Source: an optimization exercise on an open RTL-to-GDS flow (aim: small area, a short achievable clock period and few clock cycles per item). Production flows keep margins and buffers that such runs may drop.
Function was checked by simulation only, so behaviour that the tests miss may differ from the original.
Power is estimated from default activity; no workload was simulated.

==> flow/design.v <==
package mem_pkg;
    localparam int MEM_DATA_W = 16;
    localparam int MEM_ADDR_W = 8;
    typedef enum logic [1:0] {
        S_IDLE,
        S_WAIT,
        S_RESP
    } state_t;
    localparam logic OP_RD = 1'b0;
    localparam logic OP_WR = 1'b1;
endpackage
module mem_resp_ram #(
    parameter int DATA_W = 16,
    parameter int DEPTH  = 256
) (
    input  logic              clk,
    input  logic              we,
    input  logic [DEPTH-1:0]  row_sel,
    input  logic [DATA_W-1:0] din,
    output logic [DATA_W-1:0] dout
);
    logic [DATA_W-1:0] mem_q [DEPTH];
    logic [DATA_W-1:0] rd_or;
    always_ff @(posedge clk) begin
        for (int r = 0; r < DEPTH; r++) begin
            if (we && row_sel[r]) begin
                mem_q[r] <= din;
            end
        end
    end
    always_comb begin
        rd_or = '0;
        for (int r = 0; r < DEPTH; r++) begin
            rd_or = rd_or | (mem_q[r] & {DATA_W{row_sel[r]}});
        end
    end
    always_ff @(posedge clk) begin
        dout <= rd_or;
    end
endmodule
import mem_pkg::*;
module mem_responder #(
    parameter int DATA_W  = MEM_DATA_W,
    parameter int ADDR_W  = MEM_ADDR_W,
    parameter int DEPTH   = 256
) (
    input  logic              clk,
    input  logic              reset,
    input  logic              bus_read,
    input  logic              bus_write,
    input  logic [ADDR_W-1:0] bus_addr,
    input  logic [DATA_W-1:0] bus_wdata,
    output logic [DATA_W-1:0] bus_rdata,
    output logic              bus_rvalid,
    output logic              bus_wdone,
    output logic              bus_busy,
    output logic              bus_err
);
    logic              rd1_q, wr1_q;
    logic [DEPTH-1:0]  row1_q;
    logic [DATA_W-1:0] wdata1_q;
    logic              rd2_q, wr2_q;
    logic [DATA_W-1:0] ram_dout;
    always_ff @(posedge clk) begin
        if (reset) begin
            rd1_q <= 1'b0;
            wr1_q <= 1'b0;
        end else begin
            rd1_q <= bus_read && !bus_write;
            wr1_q <= bus_write;
        end
    end
    always_ff @(posedge clk) begin
        for (int r = 0; r < DEPTH; r++) begin
            row1_q[r] <= (bus_addr == ADDR_W'(r));
        end
        wdata1_q <= bus_wdata;
    end
    always_ff @(posedge clk) begin
        if (reset) begin
            rd2_q <= 1'b0;
            wr2_q <= 1'b0;
        end else begin
            rd2_q <= rd1_q;
            wr2_q <= wr1_q;
        end
    end
    mem_resp_ram #(
        .DATA_W (DATA_W),
        .DEPTH  (DEPTH)
    ) u_ram (
        .clk     (clk),
        .we      (wr1_q),
        .row_sel (row1_q),
        .din     (wdata1_q),
        .dout    (ram_dout)
    );
    assign bus_rdata  = ram_dout;
    assign bus_rvalid = rd2_q;
    assign bus_wdone  = wr2_q;
    assign bus_busy   = 1'b0;
    assign bus_err    = 1'b0;
endmodule
clock: 5.5 ns
lec_check: 0
cap_margin: 30
core_margin: 2
core_utilization: 40
slew_margin: 50
synth_memory_max_bits: 16384
run.sh (not shown) runs the stock make flow with config.mk's settings and CLKGATE_MAP_FILE= SYNTH_SCRIPT=/design/flow/synth_recipe.tcl, a recipe that flattens the netlist after the stock synthesis.
Testbench counts at the start, summed over its fixed seeds: cycles 24,016, items 24,000.
Then changed:
--- a/flow/design.v
+++ b/flow/design.v
@@ -12,31 +12,20 @@
 module mem_resp_ram #(
     parameter int DATA_W = 16,
     parameter int DEPTH  = 256
 ) (
-    input  logic              clk,
-    input  logic              we,
-    input  logic [DEPTH-1:0]  row_sel,
-    input  logic [DATA_W-1:0] din,
-    output logic [DATA_W-1:0] dout
+    input  logic                     clk,
+    input  logic                     we,
+    input  logic [$clog2(DEPTH)-1:0] idx,
+    input  logic [DATA_W-1:0]        din,
+    output logic [DATA_W-1:0]        dout
 );
     logic [DATA_W-1:0] mem_q [DEPTH];
-    logic [DATA_W-1:0] rd_or;
     always_ff @(posedge clk) begin
-        for (int r = 0; r < DEPTH; r++) begin
-            if (we && row_sel[r]) begin
-                mem_q[r] <= din;
-            end
+        if (we) begin
+            mem_q[idx] <= din;
         end
-    end
-    always_comb begin
-        rd_or = '0;
-        for (int r = 0; r < DEPTH; r++) begin
-            rd_or = rd_or | (mem_q[r] & {DATA_W{row_sel[r]}});
-        end
-    end
-    always_ff @(posedge clk) begin
-        dout <= rd_or;
+        dout <= mem_q[idx];
     end
 endmodule
 import mem_pkg::*;
 module mem_responder #(
@@ -56,9 +45,9 @@
     output logic              bus_busy,
     output logic              bus_err
 );
     logic              rd1_q, wr1_q;
-    logic [DEPTH-1:0]  row1_q;
+    logic [ADDR_W-1:0] addr1_q;
     logic [DATA_W-1:0] wdata1_q;
     logic              rd2_q, wr2_q;
     logic [DATA_W-1:0] ram_dout;
     always_ff @(posedge clk) begin
@@ -70,11 +59,9 @@
             wr1_q <= bus_write;
         end
     end
     always_ff @(posedge clk) begin
-        for (int r = 0; r < DEPTH; r++) begin
-            row1_q[r] <= (bus_addr == ADDR_W'(r));
-        end
+        addr1_q  <= bus_addr;
         wdata1_q <= bus_wdata;
     end
     always_ff @(posedge clk) begin
         if (reset) begin
@@ -88,13 +75,13 @@
     mem_resp_ram #(
         .DATA_W (DATA_W),
         .DEPTH  (DEPTH)
     ) u_ram (
-        .clk     (clk),
-        .we      (wr1_q),
-        .row_sel (row1_q),
-        .din     (wdata1_q),
-        .dout    (ram_dout)
+        .clk  (clk),
+        .we   (wr1_q),
+        .idx  (addr1_q),
+        .din  (wdata1_q),
+        .dout (ram_dout)
     );
     assign bus_rdata  = ram_dout;
     assign bus_rvalid = rd2_q;
     assign bus_wdone  = wr2_q;
The changed run completed with no timing, DRC or antenna violations.
Worst hold slack degrades by 0.015 ns.
Cell count is lower by a few percent.
Routed wire length increases slightly.
Global-route usage went up by 0.16 points.
Synthesized area climbs slightly.
Non-clock buffer count climbs by 332.
Fmax decreases by roughly a tenth.
Total power drops by a few percent.
Clock-buffer cell count goes down by 63.
Sequential share of layout area came out lower by 4.5 points.
Combinational power climbs by well over a third.
Die area is higher slightly.
Clock skew shrinks by 0.0098 ns.
Testbench counts after the change, summed over its fixed seeds: cycles 24,016, items 24,000.

Another version of the RTL of mem_responder (not shown whole).
For scale: roughly 12000 cells after synthesis, ~4600 flip-flops, ~48 I/O pins, roughly 150000 sq um of cells after synthesis.
==> module mem_resp_ram, before the edit <==
module mem_resp_ram #(
    parameter int DATA_W = 16,
    parameter int DEPTH  = 256
) (
    input  logic              clk,
    input  logic [15:0]       we_grp,
    input  logic [DEPTH-1:0]  rsel,
    input  logic [DATA_W-1:0] din,
    output logic [DATA_W-1:0] dout
);
    localparam int NB   = 8;                      
    localparam int NT   = DEPTH / 3;              
    localparam int NGRP = NT + ((DEPTH % 3) != 0 ? 1 : 0);
    logic [DATA_W-1:0] mem_q [DEPTH];
    logic [DATA_W-1:0] grp_n [NGRP];
    logic [DATA_W-1:0] part_n_q [NB];
    logic [DATA_W-1:0] dout_d;
    logic [DEPTH-1:0]  wsel, wsel_n;
    logic [DATA_W-1:0] mem_d [DEPTH];
    always_comb begin
        for (int r = 0; r < DEPTH; r++) begin
            wsel[r] = rsel[r] & we_grp[r / 16];
        end
        wsel_n = ~wsel;
    end
    for (genvar r = 0; r < DEPTH; r++) begin : g_row
        for (genvar b = 0; b < DATA_W; b++) begin : g_bit
            mem_wr_ao22 u_wr (
                .q  (mem_q[r][b]), .wn (wsel_n[r]),
                .w  (wsel[r]),     .d  (din[b]),
                .y  (mem_d[r][b])
            );
        end
    end
    always_ff @(posedge clk) begin
        for (int r = 0; r < DEPTH; r++) begin
            mem_q[r] <= mem_d[r];
        end
    end
    for (genvar g = 0; g < NT; g++) begin : g_grp
        for (genvar b = 0; b < DATA_W; b++) begin : g_bit
            mem_rd_aoi3 u_aoi (
                .s0 (rsel[3*g]),       .s1 (rsel[3*g+1]),       .s2 (rsel[3*g+2]),
                .d0 (mem_q[3*g][b]),   .d1 (mem_q[3*g+1][b]),   .d2 (mem_q[3*g+2][b]),
                .y_n(grp_n[g][b])
            );
        end
    end
    if (NGRP > NT) begin : g_rest
        always_comb begin
            grp_n[NT] = '1;
            for (int r = 3 * NT; r < DEPTH; r++) begin
                grp_n[NT] = grp_n[NT] & ~(mem_q[r] & {DATA_W{rsel[r]}});
            end
        end
    end
    always_ff @(posedge clk) begin
        for (int k = 0; k < NB; k++) begin
            logic [DATA_W-1:0] all_n;
            all_n = '1;
            for (int g = 0; g < NGRP; g++) begin
                if ((g * NB) / NGRP == k) begin
                    all_n = all_n & grp_n[g];
                end
            end
            part_n_q[k] <= all_n;
        end
    end
    always_comb begin
        dout_d = '0;
        for (int k = 0; k < NB; k++) begin
            dout_d = dout_d | ~part_n_q[k];
        end
    end
    always_ff @(posedge clk) begin
        dout <= dout_d;
    end
endmodule
==> module mem_responder, before the edit <==
module mem_responder #(
    parameter int DATA_W  = MEM_DATA_W,
    parameter int ADDR_W  = MEM_ADDR_W,
    parameter int DEPTH   = 256
) (
    input  logic              clk,
    input  logic              reset,
    input  logic              bus_read,
    input  logic              bus_write,
    input  logic [ADDR_W-1:0] bus_addr,
    input  logic [DATA_W-1:0] bus_wdata,
    output logic [DATA_W-1:0] bus_rdata,
    output logic              bus_rvalid,
    output logic              bus_wdone,
    output logic              bus_busy,
    output logic              bus_err
);
    logic              rd1_q, wr1_q;
    logic [ADDR_W-1:0] addr1_q;
    logic [DATA_W-1:0] wdata1_q;
    logic              rd2_q, wr2_q;
    logic [DEPTH-1:0]  row2_q;
    logic [15:0]       wrg2_q;
    logic [DATA_W-1:0] wdata2_q;
    logic              rd3_q, wr3_q;
    logic              rd4_q, wr4_q;
    logic              rd5_q, wr5_q;
    logic [DATA_W-1:0] ram_dout;
    logic [DATA_W-1:0] rdata5_q;
    always_ff @(posedge clk) begin
        if (reset) begin
            rd1_q <= 1'b0;
            wr1_q <= 1'b0;
            rd2_q <= 1'b0;
            wr2_q <= 1'b0;
            rd3_q <= 1'b0;
            wr3_q <= 1'b0;
            rd4_q <= 1'b0;
            wr4_q <= 1'b0;
            wrg2_q <= '0;
            rd5_q <= 1'b0;
            wr5_q <= 1'b0;
        end else begin
            rd1_q <= bus_read && !bus_write;
            wr1_q <= bus_write;
            rd2_q <= rd1_q;
            wr2_q <= wr1_q;
            rd3_q <= rd2_q;
            wr3_q <= wr2_q;
            rd4_q <= rd3_q;
            wr4_q <= wr3_q;
            for (int k = 0; k < 16; k++) begin
                wrg2_q[k] <= wr1_q && (addr1_q[7:4] == 4'(k));
            end
            rd5_q <= rd4_q;
            wr5_q <= wr4_q;
        end
    end
    always_ff @(posedge clk) begin
        addr1_q  <= bus_addr;
        wdata1_q <= bus_wdata;
    end
    always_ff @(posedge clk) begin
        for (int r = 0; r < DEPTH; r++) begin
            row2_q[r] <= (addr1_q == ADDR_W'(r));
        end
        wdata2_q <= wdata1_q;
    end
    mem_resp_ram #(
        .DATA_W (DATA_W),
        .DEPTH  (DEPTH)
    ) u_ram (
        .clk    (clk),
        .we_grp (wrg2_q),
        .rsel   (row2_q),
        .din    (wdata2_q),
        .dout   (ram_dout)
    );
    always_ff @(posedge clk) begin
        rdata5_q <= ram_dout;
    end
    assign bus_rdata  = rdata5_q;
    assign bus_rvalid = rd5_q;
    assign bus_wdone  = wr5_q;
    assign bus_busy   = 1'b0;
    assign bus_err    = 1'b0;
endmodule
Settings: LEC_CHECK=0, CAP_MARGIN=20, CORE_MARGIN=2, CORE_UTILIZATION=65, CTS_CLUSTER_DIAMETER=150, CTS_CLUSTER_SIZE=28, SETUP_SLACK_MARGIN=3.0, SLEW_MARGIN=20, SYNTH_HIERARCHICAL=1, SYNTH_MEMORY_MAX_BITS=16384; clock period 5.5 ns.
Testbench counts at the start, summed over its fixed seeds: cycles 24,040, items 24,000.
Next try:
--- a/flow/design.v
+++ b/flow/design.v
@@ -22,14 +22,26 @@
     output logic y
 );
     assign y = (q & wn) | (w & d);
 endmodule
+module mem_wsel_and (
+    input  logic a, b,
+    output logic y
+);
+    assign y = a & b;
+endmodule
+module mem_wsel_nand (
+    input  logic a, b,
+    output logic y_n
+);
+    assign y_n = ~(a & b);
+endmodule
 module mem_resp_ram #(
     parameter int DATA_W = 16,
     parameter int DEPTH  = 256
 ) (
     input  logic              clk,
-    input  logic [15:0]       we_grp,
+    input  logic [31:0]       we_grp,
     input  logic [DEPTH-1:0]  rsel,
     input  logic [DATA_W-1:0] din,
     output logic [DATA_W-1:0] dout
 );
@@ -41,13 +53,11 @@
     logic [DATA_W-1:0] part_n_q [NB];
     logic [DATA_W-1:0] dout_d;
     logic [DEPTH-1:0]  wsel, wsel_n;
     logic [DATA_W-1:0] mem_d [DEPTH];
-    always_comb begin
-        for (int r = 0; r < DEPTH; r++) begin
-            wsel[r] = rsel[r] & we_grp[r / 16];
-        end
-        wsel_n = ~wsel;
+    for (genvar r = 0; r < DEPTH; r++) begin : g_wsel
+        mem_wsel_and  u_w  (.a (rsel[r]), .b (we_grp[r / 8]), .y   (wsel[r]));
+        mem_wsel_nand u_wn (.a (rsel[r]), .b (we_grp[r / 8]), .y_n (wsel_n[r]));
     end
     for (genvar r = 0; r < DEPTH; r++) begin : g_row
         for (genvar b = 0; b < DATA_W; b++) begin : g_bit
             mem_wr_ao22 u_wr (
@@ -123,9 +133,9 @@
     logic [ADDR_W-1:0] addr1_q;
     logic [DATA_W-1:0] wdata1_q;
     logic              rd2_q, wr2_q;
     logic [DEPTH-1:0]  row2_q;
-    logic [15:0]       wrg2_q;
+    logic [31:0]       wrg2_q;
     logic [DATA_W-1:0] wdata2_q;
     logic              rd3_q, wr3_q;
     logic              rd4_q, wr4_q;
     logic              rd5_q, wr5_q;
@@ -152,10 +162,10 @@
             rd3_q <= rd2_q;
             wr3_q <= wr2_q;
             rd4_q <= rd3_q;
             wr4_q <= wr3_q;
-            for (int k = 0; k < 16; k++) begin
-                wrg2_q[k] <= wr1_q && (addr1_q[7:4] == 4'(k));
+            for (int k = 0; k < 32; k++) begin
+                wrg2_q[k] <= wr1_q && (addr1_q[7:3] == 5'(k));
             end
             rd5_q <= rd4_q;
             wr5_q <= wr4_q;
         end
After rerunning:
- The new run completed without violations
- maximum frequency rose by 4.5%
- worst setup slack gets better by 0.11 ns
- utilization rose by 0.13 points
- hold slack gets worse by 0.0082 ns
- synthesized area rose by about 0.56%
- cell count barely changes
- sequential cell count rose by 16
Testbench counts after the change, summed over its fixed seeds: cycles 24,040, items 24,000.

== the previous run ==
mem_responder, a different RTL version from the one above (not shown whole).
For scale: ~48 I/O pins, ~150000 um2 of cells after synthesis.
==> module mem_wsel_and, before the edit <==
module mem_wsel_and (
    input  logic a, b,
    output logic y
);
    assign y = a & b;
endmodule
==> module mem_wsel_nand, before the edit <==
module mem_wsel_nand (
    input  logic a, b,
    output logic y_n
);
    assign y_n = ~(a & b);
endmodule
==> module mem_resp_ram, before the edit <==
module mem_resp_ram #(
    parameter int DATA_W = 16,
    parameter int DEPTH  = 256
) (
    input  logic              clk,
    input  logic [15:0]       we_grp,
    input  logic [DEPTH-1:0]  rsel,
    input  logic [DATA_W-1:0] din,
    output logic [DATA_W-1:0] dout
);
    localparam int NB   = 8;                      
    localparam int NT   = DEPTH / 3;              
    localparam int NGRP = NT + ((DEPTH % 3) != 0 ? 1 : 0);
    logic [DATA_W-1:0] mem_q [DEPTH];
    logic [DATA_W-1:0] grp_n [NGRP];
    logic [DATA_W-1:0] part_n_q [NB];
    logic [DATA_W-1:0] dout_d;
    logic [DEPTH-1:0]  wsel, wsel_n;
    logic [DATA_W-1:0] mem_d [DEPTH];
    for (genvar r = 0; r < DEPTH; r++) begin : g_wsel
        mem_wsel_and  u_w  (.a (rsel[r]), .b (we_grp[r / 16]), .y   (wsel[r]));
        mem_wsel_nand u_wn (.a (rsel[r]), .b (we_grp[r / 16]), .y_n (wsel_n[r]));
    end
    for (genvar r = 0; r < DEPTH; r++) begin : g_row
        for (genvar b = 0; b < DATA_W; b++) begin : g_bit
            mem_wr_ao22 u_wr (
                .q  (mem_q[r][b]), .wn (wsel_n[r]),
                .w  (wsel[r]),     .d  (din[b]),
                .y  (mem_d[r][b])
            );
        end
    end
    always_ff @(posedge clk) begin
        for (int r = 0; r < DEPTH; r++) begin
            mem_q[r] <= mem_d[r];
        end
    end
    for (genvar g = 0; g < NT; g++) begin : g_grp
        for (genvar b = 0; b < DATA_W; b++) begin : g_bit
            mem_rd_aoi3 u_aoi (
                .s0 (rsel[3*g]),       .s1 (rsel[3*g+1]),       .s2 (rsel[3*g+2]),
                .d0 (mem_q[3*g][b]),   .d1 (mem_q[3*g+1][b]),   .d2 (mem_q[3*g+2][b]),
                .y_n(grp_n[g][b])
            );
        end
    end
    if (NGRP > NT) begin : g_rest
        always_comb begin
            grp_n[NT] = '1;
            for (int r = 3 * NT; r < DEPTH; r++) begin
                grp_n[NT] = grp_n[NT] & ~(mem_q[r] & {DATA_W{rsel[r]}});
            end
        end
    end
    always_ff @(posedge clk) begin
        for (int k = 0; k < NB; k++) begin
            logic [DATA_W-1:0] all_n;
            all_n = '1;
            for (int g = 0; g < NGRP; g++) begin
                if ((g * NB) / NGRP == k) begin
                    all_n = all_n & grp_n[g];
                end
            end
            part_n_q[k] <= all_n;
        end
    end
    always_comb begin
        dout_d = '0;
        for (int k = 0; k < NB; k++) begin
            dout_d = dout_d | ~part_n_q[k];
        end
    end
    always_ff @(posedge clk) begin
        dout <= dout_d;
    end
endmodule
Settings: LEC_CHECK=0, CAP_MARGIN=20, CORE_MARGIN=2, CORE_UTILIZATION=65, CTS_CLUSTER_DIAMETER=150, CTS_CLUSTER_SIZE=28, SETUP_SLACK_MARGIN=3.2, SLEW_MARGIN=20, SYNTH_HIERARCHICAL=1, SYNTH_MEMORY_MAX_BITS=16384; clock period 5.5 ns.
Testbench counts of the previous run, summed over its fixed seeds: cycles 24,040, items 24,000.
Changes in the current run relative to the previous run:
--- a/flow/design.v
+++ b/flow/design.v
@@ -23,18 +23,6 @@
 );
     assign y = (q & wn) | (w & d);
 endmodule
-module mem_wsel_and (
-    input  logic a, b,
-    output logic y
-);
-    assign y = a & b;
-endmodule
-module mem_wsel_nand (
-    input  logic a, b,
-    output logic y_n
-);
-    assign y_n = ~(a & b);
-endmodule
 module mem_resp_ram #(
     parameter int DATA_W = 16,
     parameter int DEPTH  = 256
@@ -54,9 +42,11 @@
     logic [DATA_W-1:0] dout_d;
     logic [DEPTH-1:0]  wsel, wsel_n;
     logic [DATA_W-1:0] mem_d [DEPTH];
-    for (genvar r = 0; r < DEPTH; r++) begin : g_wsel
-        mem_wsel_and  u_w  (.a (rsel[r]), .b (we_grp[r / 16]), .y   (wsel[r]));
-        mem_wsel_nand u_wn (.a (rsel[r]), .b (we_grp[r / 16]), .y_n (wsel_n[r]));
+    always_comb begin
+        for (int r = 0; r < DEPTH; r++) begin
+            wsel[r] = rsel[r] & we_grp[r / 16];
+        end
+        wsel_n = ~wsel;
     end
     for (genvar r = 0; r < DEPTH; r++) begin : g_row
         for (genvar b = 0; b < DATA_W; b++) begin : g_bit
## What came out
For the current run, the last element of the critical path was u_ram.mem_q[126][8], unlike the previous run, where it was bus_rdata[14]. Changes observed in the current run relative to the previous run: first-pass iteration count of the detailed router increased by 1 relative to the old numbers; final-layout clock buffer total +1.0%; layout overhead on the synthesized area increased by 0.63 points relative to the old numbers. Delta (the current run minus the previous run): maximum achievable frequency went up about 0.5%, first-pass GRT wire length dropped 14000 um, total power level, proportion of cell area occupied by multi-input gates went down. Of the previous run and the current run, the higher count of antenna diodes in the layout belongs to the current run. Of the previous run and the current run, the run reporting the higher area of the die was the previous run.
Testbench counts of the current run, summed over its fixed seeds: cycles 24,040, items 24,000.

[static timing again, ports no longer ideal]
How much do the figures lean on ideal ports? The routed layouts below were timed once more, with nothing changed but the port constraints.
Step 1: set_driving_cell puts a clkbuf_16 on clk and a buf_2 on each other input, an assumption about the parent block.
Step 2 adds t to the input delays and takes it off the output delays; t is the mean of the earliest and latest rising clock arrival at the registers after step 1. Input paths then give back, and output paths get back, about the clock's delay inside the block.
Three values: no drivers, after step 1, after step 2; two values: the first two.
run	shift t [ns]	slack for setup (ns)	latest minus earliest clock arrival (ns)	pins driven straight from the clock port
the first run of note 1	1.054	1.961 / 1.860 / 1.892	0.080 / 0.080	1
the second run of note 1	1.064	1.479 / 1.479 / 1.479	0.080 / 0.080	1
the first run of note 2	0.966	2.905 / 2.905 / 2.347	0.027 / 0.027	1
the second run of note 2	0.961	3.018 / 2.978 / 2.414	0.048 / 0.048	1
the previous run	0.963	2.996 / 2.913 / 2.744	0.031 / 0.030	1
the current run	0.980	3.009 / 2.905 / 2.339	0.030 / 0.029	1
After both steps every run listed still meets setup and hold. For the current run, which loses most, drivers alone change the setup slack by -0.104 ns; drivers and shift together by -0.670 ns.
